Background: an optimization exercise with open tools, aiming at small area, a short achievable clock period and few clock cycles per item. Do not read the settings as production practice.
Function was checked by simulation only, so behaviour that the tests miss may differ from the original.
No activity file was given, so power comes from the tool's default toggle rates.

$ cat flow/run.sh
#!/bin/bash
# synth_recipe.tcl (not shown) runs the flow's synth.tcl, then flattens the netlist and writes it again
# the make line also repeats each setting of config.mk as NAME=value (left out here)
make -C /OpenROAD-flow-scripts/flow DESIGN_CONFIG=/design/flow/config.mk WORK_HOME=/design/flow/orfs CLKGATE_MAP_FILE= SYNTH_SCRIPT=/design/flow/synth_recipe.tcl finish
$ cat flow/config.mk
export PLATFORM = sky130hd
export DESIGN_NAME = greedy_first_fit_graph_coloring
export DESIGN_NICKNAME = greedy_first_fit_graph_coloring
export VERILOG_FILES = /design/flow/design.v
export SDC_FILE = /design/flow/constraint.sdc
export NUM_CORES = 4
export LEC_CHECK = 0
export CAP_MARGIN = 20
export CORE_MARGIN = 2
export CORE_UTILIZATION = 40
export SLEW_MARGIN = 20
$ cat flow/constraint.sdc
create_clock -name core_clock -period 6.0 [get_ports {clk}]
set_input_delay 1.2000 -clock core_clock [delete_from_list [all_inputs] [get_ports {clk}]]
set_output_delay 1.2000 -clock core_clock [all_outputs]
set_load 0.01 [all_outputs]
$ cat flow/design.v
package gffc_pkg;
    localparam int IDX_W            = 6;
    localparam int MASK_W           = 64;
    localparam int COLOR_SPACE      = 64;
    localparam int LANES            = 8;
    localparam int LANE_W           = 3;
    localparam int GROUPS           = COLOR_SPACE / LANES;
    localparam int ROW_FIELD_W      = IDX_W - LANE_W;
    localparam int DEF_MAX_VERTICES = 64;
    localparam logic [IDX_W-1:0] COLOR_MAX = IDX_W'(COLOR_SPACE - 1);
    typedef enum logic [2:0] {
        ST_IDLE = 3'b001,
        ST_SCAN = 3'b010,
        ST_FIND = 3'b100
    } gffc_state_t;
    typedef struct packed {
        logic                   wr_en;
        logic [LANE_W-1:0]      wr_lane;
        logic [ROW_FIELD_W-1:0] wr_row;
        logic [IDX_W-1:0]       wr_color;
        logic [ROW_FIELD_W-1:0] rd_row;
    } lane_ctrl_t;
endpackage
module gffc_lane #(
    parameter int LANE_ID = 0,
    parameter int ROW_W   = 3
) (
    input  logic                   clk,
    input  gffc_pkg::lane_ctrl_t             ctrl,
    input  logic                   nbr,
    output logic [gffc_pkg::COLOR_SPACE-1:0] used
);
    localparam int BANK_DEPTH = 2 ** ROW_W;
    logic [gffc_pkg::IDX_W-1:0] bank_reg [BANK_DEPTH];
    logic [gffc_pkg::IDX_W-1:0] rd_color;
    always_ff @(posedge clk)
    begin
        if (ctrl.wr_en && ctrl.wr_lane == gffc_pkg::LANE_W'(LANE_ID))
        begin
            bank_reg[ctrl.wr_row[ROW_W-1:0]] <= ctrl.wr_color;
        end
    end
    assign rd_color = bank_reg[ctrl.rd_row[ROW_W-1:0]];
    assign used = nbr ? (gffc_pkg::COLOR_SPACE'(1) << rd_color) : '0;
endmodule
module gffc_merge (
    input  logic                   clk,
    input  logic                   rst_n,
    input  logic                   clear,
    input  logic                   accum,
    input  logic [gffc_pkg::LANES-1:0][gffc_pkg::COLOR_SPACE-1:0] lane_used,
    output logic [gffc_pkg::IDX_W-1:0]       color
);
    logic [gffc_pkg::COLOR_SPACE-1:0] used_reg;
    logic [gffc_pkg::COLOR_SPACE-1:0] used_next;
    logic [gffc_pkg::COLOR_SPACE-1:0] row_used;
    logic [gffc_pkg::COLOR_SPACE-1:0] search;
    logic [gffc_pkg::GROUPS-1:0]      grp_zero;
    logic [gffc_pkg::GROUPS-1:0][gffc_pkg::LANE_W-1:0] grp_pos;
    logic [gffc_pkg::LANE_W-1:0]      grp_sel;
    always_comb
    begin
        row_used = '0;
        for (int l = 0; l < gffc_pkg::LANES; l++)
        begin
            row_used = row_used | lane_used[l];
        end
    end
    always_comb
    begin
        used_next = used_reg;
        if (clear)
        begin
            used_next = '0;
        end
        else if (accum)
        begin
            used_next = used_reg | row_used;
        end
    end
    always_ff @(posedge clk or negedge rst_n)
    begin
        if (!rst_n)
        begin
            used_reg <= '0;
        end
        else
        begin
            used_reg <= used_next;
        end
    end
    assign search = {1'b0, used_reg[gffc_pkg::COLOR_SPACE-2:0]};
    always_comb
    begin
        for (int g = 0; g < gffc_pkg::GROUPS; g++)
        begin
            grp_zero[g] = ~&search[g*gffc_pkg::LANES +: gffc_pkg::LANES];
            grp_pos[g]  = '0;
            for (int b = gffc_pkg::LANES - 1; b >= 0; b--)
            begin
                if (!search[g*gffc_pkg::LANES + b])
                begin
                    grp_pos[g] = gffc_pkg::LANE_W'(b);
                end
            end
        end
    end
    always_comb
    begin
        grp_sel = '0;
        for (int g = gffc_pkg::GROUPS - 1; g >= 0; g--)
        begin
            if (grp_zero[g])
            begin
                grp_sel = gffc_pkg::LANE_W'(g);
            end
        end
    end
    assign color = gffc_pkg::IDX_W'({grp_sel, grp_pos[grp_sel]});
endmodule
module greedy_first_fit_graph_coloring #(
    parameter int MAX_VERTICES = gffc_pkg::DEF_MAX_VERTICES
) (
    input  logic                   clk,
    input  logic                   rst_n,
    input  logic                   item_valid,
    output logic                   item_ready,
    input  logic [gffc_pkg::MASK_W-1:0]      item_neighbor_mask,
    input  logic                   item_final_vertex,
    output logic                   result_valid,
    input  logic                   result_ready,
    output logic [gffc_pkg::IDX_W-1:0]       result_vertex_index,
    output logic [gffc_pkg::IDX_W-1:0]       result_assigned_color,
    output logic                   result_graph_done
);
    localparam int ROWS  = (MAX_VERTICES + gffc_pkg::LANES - 1) / gffc_pkg::LANES;
    localparam int ROW_W = (ROWS > 1) ? $clog2(ROWS) : 1;
    localparam logic [gffc_pkg::IDX_W-1:0] LAST_IDX = gffc_pkg::IDX_W'(MAX_VERTICES - 1);
    gffc_pkg::gffc_state_t      state_reg, state_next;
    logic [gffc_pkg::IDX_W-1:0] cnt_reg, cnt_next;
    logic [ROW_W-1:0] row_reg, row_next;
    logic [ROW_W-1:0] last_row_reg, last_row_next;
    logic             out_valid_reg, out_valid_next;
    logic [gffc_pkg::IDX_W-1:0]  idx_reg;
    logic [gffc_pkg::MASK_W-1:0] mask_reg;
    logic              last_reg;
    logic [gffc_pkg::IDX_W-1:0] out_idx_reg;
    logic [gffc_pkg::IDX_W-1:0] out_color_reg;
    logic             out_done_reg;
    logic                   accept;
    logic                   find_fire;
    logic                   in_last;
    logic [gffc_pkg::MASK_W-1:0]      earlier;
    logic [gffc_pkg::IDX_W-1:0]       row_base;
    logic [gffc_pkg::LANES-1:0]       row_nbr;
    logic [gffc_pkg::IDX_W-1:0]       color;
    logic [gffc_pkg::LANES-1:0][gffc_pkg::COLOR_SPACE-1:0] lane_used;
    gffc_pkg::lane_ctrl_t             lane_ctrl;
    assign item_ready = (state_reg == gffc_pkg::ST_IDLE);
    assign accept     = item_valid && item_ready;
    assign find_fire  = (state_reg == gffc_pkg::ST_FIND) && (!out_valid_reg || result_ready);
    assign earlier = (gffc_pkg::MASK_W'(1) << cnt_reg) - gffc_pkg::MASK_W'(1);
    assign in_last = item_final_vertex || (cnt_reg == LAST_IDX);
    always_comb
    begin
        state_next    = state_reg;
        cnt_next      = cnt_reg;
        row_next      = row_reg;
        last_row_next = last_row_reg;
        case (state_reg)
            gffc_pkg::ST_IDLE:
            begin
                if (accept)
                begin
                    state_next    = gffc_pkg::ST_SCAN;
                    cnt_next      = in_last ? '0 : cnt_reg + gffc_pkg::IDX_W'(1);
                    row_next      = '0;
                    last_row_next = ROW_W'(cnt_reg >> gffc_pkg::LANE_W);
                end
            end
            gffc_pkg::ST_SCAN:
            begin
                if (row_reg == last_row_reg)
                begin
                    state_next = gffc_pkg::ST_FIND;
                end
                else
                begin
                    row_next = row_reg + ROW_W'(1);
                end
            end
            gffc_pkg::ST_FIND:
            begin
                if (find_fire)
                begin
                    state_next = gffc_pkg::ST_IDLE;
                end
            end
            default:
            begin
                state_next = gffc_pkg::ST_IDLE;
            end
        endcase
    end
    always_comb
    begin
        out_valid_next = out_valid_reg;
        if (find_fire)
        begin
            out_valid_next = 1'b1;
        end
        else if (result_ready)
        begin
            out_valid_next = 1'b0;
        end
    end
    always_ff @(posedge clk or negedge rst_n)
    begin
        if (!rst_n)
        begin
            state_reg     <= gffc_pkg::ST_IDLE;
            cnt_reg       <= '0;
            row_reg       <= '0;
            last_row_reg  <= '0;
            out_valid_reg <= 1'b0;
        end
        else
        begin
            state_reg     <= state_next;
            cnt_reg       <= cnt_next;
            row_reg       <= row_next;
            last_row_reg  <= last_row_next;
            out_valid_reg <= out_valid_next;
        end
    end
    always_ff @(posedge clk)
    begin
        if (accept)
        begin
            idx_reg  <= cnt_reg;
            mask_reg <= item_neighbor_mask & earlier;
            last_reg <= in_last;
        end
        if (find_fire)
        begin
            out_idx_reg   <= idx_reg;
            out_color_reg <= color;
            out_done_reg  <= last_reg;
        end
    end
    assign row_base = gffc_pkg::IDX_W'({row_reg, {gffc_pkg::LANE_W{1'b0}}});
    assign row_nbr  = mask_reg[row_base +: gffc_pkg::LANES];
    assign lane_ctrl.wr_en    = find_fire;
    assign lane_ctrl.wr_lane  = idx_reg[gffc_pkg::LANE_W-1:0];
    assign lane_ctrl.wr_row   = gffc_pkg::ROW_FIELD_W'(idx_reg >> gffc_pkg::LANE_W);
    assign lane_ctrl.wr_color = color;
    assign lane_ctrl.rd_row   = gffc_pkg::ROW_FIELD_W'(row_reg);
    for (genvar l = 0; l < gffc_pkg::LANES; l++)
    begin : g_lane
        gffc_lane #(
            .LANE_ID (l),
            .ROW_W   (ROW_W)
        ) u_lane (
            .clk  (clk),
            .ctrl (lane_ctrl),
            .nbr  (row_nbr[l]),
            .used (lane_used[l])
        );
    end
    gffc_merge u_merge (
        .clk       (clk),
        .rst_n     (rst_n),
        .clear     (accept),
        .accum     (state_reg == gffc_pkg::ST_SCAN),
        .lane_used (lane_used),
        .color     (color)
    );
    assign result_valid          = out_valid_reg;
    assign result_vertex_index   = out_idx_reg;
    assign result_assigned_color = out_color_reg;
    assign result_graph_done     = out_done_reg;
endmodule
==> metrics.md <==
| Metric | Value |
|---|---|
| CTS tree | yes |
| Die X | 267.8 µm |
| Final hold vios | 0 |
| Max reg flops | between 300 and 400 |
| Total track usage | 0.2850 |
| Initial DRC count | 2956 |
| Syn. warnings | 10 |
| Starting Density | 0.4052 |
| Maximum vdd drop | 0.0002424 V |
| Clock-pin slew on the worst setup and hold paths | 0.06 ns |
| Outcome | no timing/DRC/antenna violations |
| Antenna violations before repair | 4 |
| EDFF count, synth | 468 |
| Syn nets | 2341 |
| Final nets | 2410 |
| Buffers on Ports | 83 |
| Number of antenna-violating nets in the routed design | 0 |
| Sequential share of the synthesized area | 0.5759 |
| Filler cells | 6243 |
| Area delta synth->final | 13.96% |
| Drt pass-1 iters | 8 |
| DRT Wirelength | 102.1 mm |
| Drt wl/cell | ~30 µm |
| Mapped Area | 27840 µm² |
| Pre-CTS WS | about 1.8 ns |
| Die Area | 71720 µm² |
| Hold_ws | about 0.43 ns |
| Most frequent cells in the layout | 468 x edfxtp_1, 287 x nor2_1, 213 x nand2_1 |
| Max Cap Viol | 0 |
| Die Height | 267.8 µm |
| CP cell instances | buf_12 > mux4_2 > mux2_2 > nor2b_1 > nand2_1 > o22ai_1 > nor4_1 > a221oi_1 |
| Gpl congestion | 1.100 |
| Skew final | 0.03698 ns |
| Syn Area/Cell | 12.30 µm² |
| Post-layout worst setup margin | 1.854 ns |
| Vias in the first global route | 21.13k |
| Slew HR | 0.2114 |
| IO Count | 84 |
| Std cell rows | 96 |
| H-tree lvl count | 2 |
| Ant. Diodes | 0 |
| Cell variety after synth | 90 |
| Min Clock Period, post-route | 4.146 ns |
| Setup violators final | 0 |
| Period utilization | 0.6910 |
| Static leakage power | ~8.8 nW |
| Top cell type's share of synthesized area | 0.5049 |
| Yosys reg bits | 547 |
| Hold_buf cts | 0 |
| Drt drc | 0 |
| Root Buffer | clkbuf_16 |
| Max Fclk | 241.2 MHz |
| CP Class | flop to flop |
| Vias per inst | approximately 6.4 |
| Maximum number of pins on one net before global-route repair | 74 |
| WP buf/inv | 1 |
| Cells after synthesis | ~2.3k |
| Share of flip-flops with an asynchronous set or reset | 0.1444 |
| Share of cells above drive strength 1 | 0.1543 |
| Cell family contributing the most delay on the critical path | multiplexers |
| Clk sinks | 547 |
| Post-CTS Setup Repair Bufs | 0 |
| Worst slew pin tran | about 1.2 ns |
| Post-CTS Resized | 0 |
| Slowest cell on the critical path | dfrtp_4 |
| CTS Buf Count | 60 |
| Global route overflow | 0 |
| Pwr dens | approximately 340 nW/µm² |
| Vias | 21.27k |
| WP data arrival | 4.60 ns |
| Hold/Removal Path Class | flop to flop |
| Largest cells by area after synthesis | edfxtp_1 50%, mux4_2 9.1%, dfrtp_1 7.0% |
| First-pass GRT wire length | around 150 mm |
| Type of origin of the critical path | flop |
| Crit path max fanout | 67 |
| Setup TNS | 0 ns |
| Critical Path RT | 6.46 ns |
| Peak per-stage delay on the critical path | between 0.7 and 0.8 ns |
| RSZ-0062 raised after global routing | false |
| Area leader, netlist | edfxtp_1 |
| Crit end category | flop |
| Fin. max-slew vios | 0 |
| Worst skew pair latency | 0.65 ns |
| Top_reg_cell synth | edfxtp_1 |
| Worst-case clock buffer depth | 3 |
| Commonest non-fill, non-tap cell in the layout | edfxtp_1 |
| Core Area | 68710 µm² |
| Hpwl dp | 70.51 mm |
cell type report:
type | count | area (µm²) | share of cell area
sequential | 547 | 16040 | 0.5057
multi-input combinational | 1573 | 11130 | 0.3508
clock buffer | 67 | 1549 | 0.04883
tap | 931 | 1165 | 0.03672
timing repair buffer | 125 | 1209 | 0.03810
clock inverter | 47 | 528.0 | 0.01664
inverter | 26 | 98.84 | 0.003116
synth_stat cells, types with 7 or more instances:
master	instances
edfxtp_1	468
nor2_1	287
nand2_1	213
o22ai_1	174
mux4_2	112
o21ai_0	92
dfrtp_1	78
clkbuf_1	68
a21oi_1	67
mux2_2	51
nand3_1	51
nor4_1	50
mux2i_1	39
nor3_1	34
buf_2	33
nor2b_1	33
and2_1	30
inv_1	25
nand4_1	22
a21boi_0	20
or3_1	19
a31oi_1	18
o32ai_1	17
nand3b_1	16
nand2b_1	15
xnor2_1	14
o21ai_1	13
a221oi_1	11
o221ai_1	10
o22a_1	10
o211ai_1	9
o21a_1	9
or2_2	9
ha_1	8
xor2_1	8
and3_1	7
where the power goes:
part | total, W | internal [W] | switching, W
combinational | 0.00239 | 0.000766 | 0.00162
sequential | 0.00456 | 0.00442 | 0.000150
clock | 0.00385 | 0.00223 | 0.00162
total | 0.0108 | 0.00741 | 0.00339
worst reg2reg max path: cells and delay by family, from the launching register on:
kind / cells / cell delay, ns
AO/OA/AOI/OAI: 2 / 0.68
buffers and inverters: 1 / 0.50
flip-flops: 1 / 0.72
multiplexers: 2 / 1.07
AND/OR/NAND/NOR: 3 / 1.01
final timing paths:
| path | slack (ns) | cells past startpoint | end | from |
|---|---|---|---|---|
| hold / removal | 0.43 | 0 | out_done_reg | last_reg |
| setup reg to reg | 1.85 | 8 | u_merge.used_reg[61] | row_reg[0] |
| setup / recovery | 1.85 | 8 | u_merge.used_reg[61] | row_reg[0] |
| min in group asynchronous | 0.52 | 1 | u_merge.used_reg[27] | rst_n |
| hold reg to reg | 0.43 | 0 | out_done_reg | last_reg |
| max in group asynchronous | 4.24 | 2 | row_reg[0] | rst_n |
per-stage QoR:
| step | utilization | instances | instance area, µm² | power, W |
|---|---|---|---|---|
| finish | 0.4617 | 3316 | 31720 | 0.01080 |
| global route | 0.4617 | 3316 | 31720 | 0.01116 |
| CTS | 0.4611 | 3314 | 31680 | 0.01082 |
| detailed placement | 0.4309 | 3200 | 29600 | 0.006966 |
| global placement | 0.4309 | 3200 | 29600 | 0.006968 |
| floorplan | - | 2264 | 27840 | 0.006079 |
cells by family (layout without fill, tap and decap cells):
kind of cell	Yosys count	count (layout)	share of synthesized area
buffers and inverters	144	265	0.02607
multiplexers	206	206	0.1273
XOR/XNOR	22	22	0.006922
AO/OA/AOI/OAI	496	496	0.1139
AND/OR/NAND/NOR	841	841	0.1463
adder cells (fa/ha/maj)	8	8	0.003596
flip-flops	547	547	0.5759
layer usage:
metal | share of wire | up-vias | wire, µm | GRT usage
met3 | 0.095 | 332 | 9732 | 0.06084
li1 | - | 8978 | - | -
met5 | 0.00041 | - | 42 | 0
met2 | 0.46 | 1325 | 47320 | 0.4536
met4 | 0.048 | 6 | 4877 | 0.1181
met1 | 0.39 | 10630 | 40170 | 0.3802
Testbench counts, summed over its fixed seeds: cycles 132,279, items 24,000.

[static timing again, ports no longer ideal]
The flow's constraints put no driver on any port. The routed layout listed below was extracted and timed again, unchanged, in two steps.
Step 1 (the two cells are an assumption about what drives the block):
set clk [get_ports {clk}]
set_driving_cell -lib_cell sky130_fd_sc_hd__clkbuf_16 $clk
set_driving_cell -lib_cell sky130_fd_sc_hd__buf_2 [delete_from_list [all_inputs] $clk]
Step 2 also shifts input and output timing later by t, the mid clock arrival at the registers, as if the neighbouring blocks saw the same clock.
Three values: no drivers, after step 1, after step 2; two values: the first two.
t, ns: 0.701
setup WS [ns]: 1.854 / 1.854 / 1.854
worst data-port slew with drivers (ns): 0.04
After both steps setup and hold are still met in this run. The setup slack of this run moves by 0.000 ns with the drivers and by 0.000 ns with both steps.
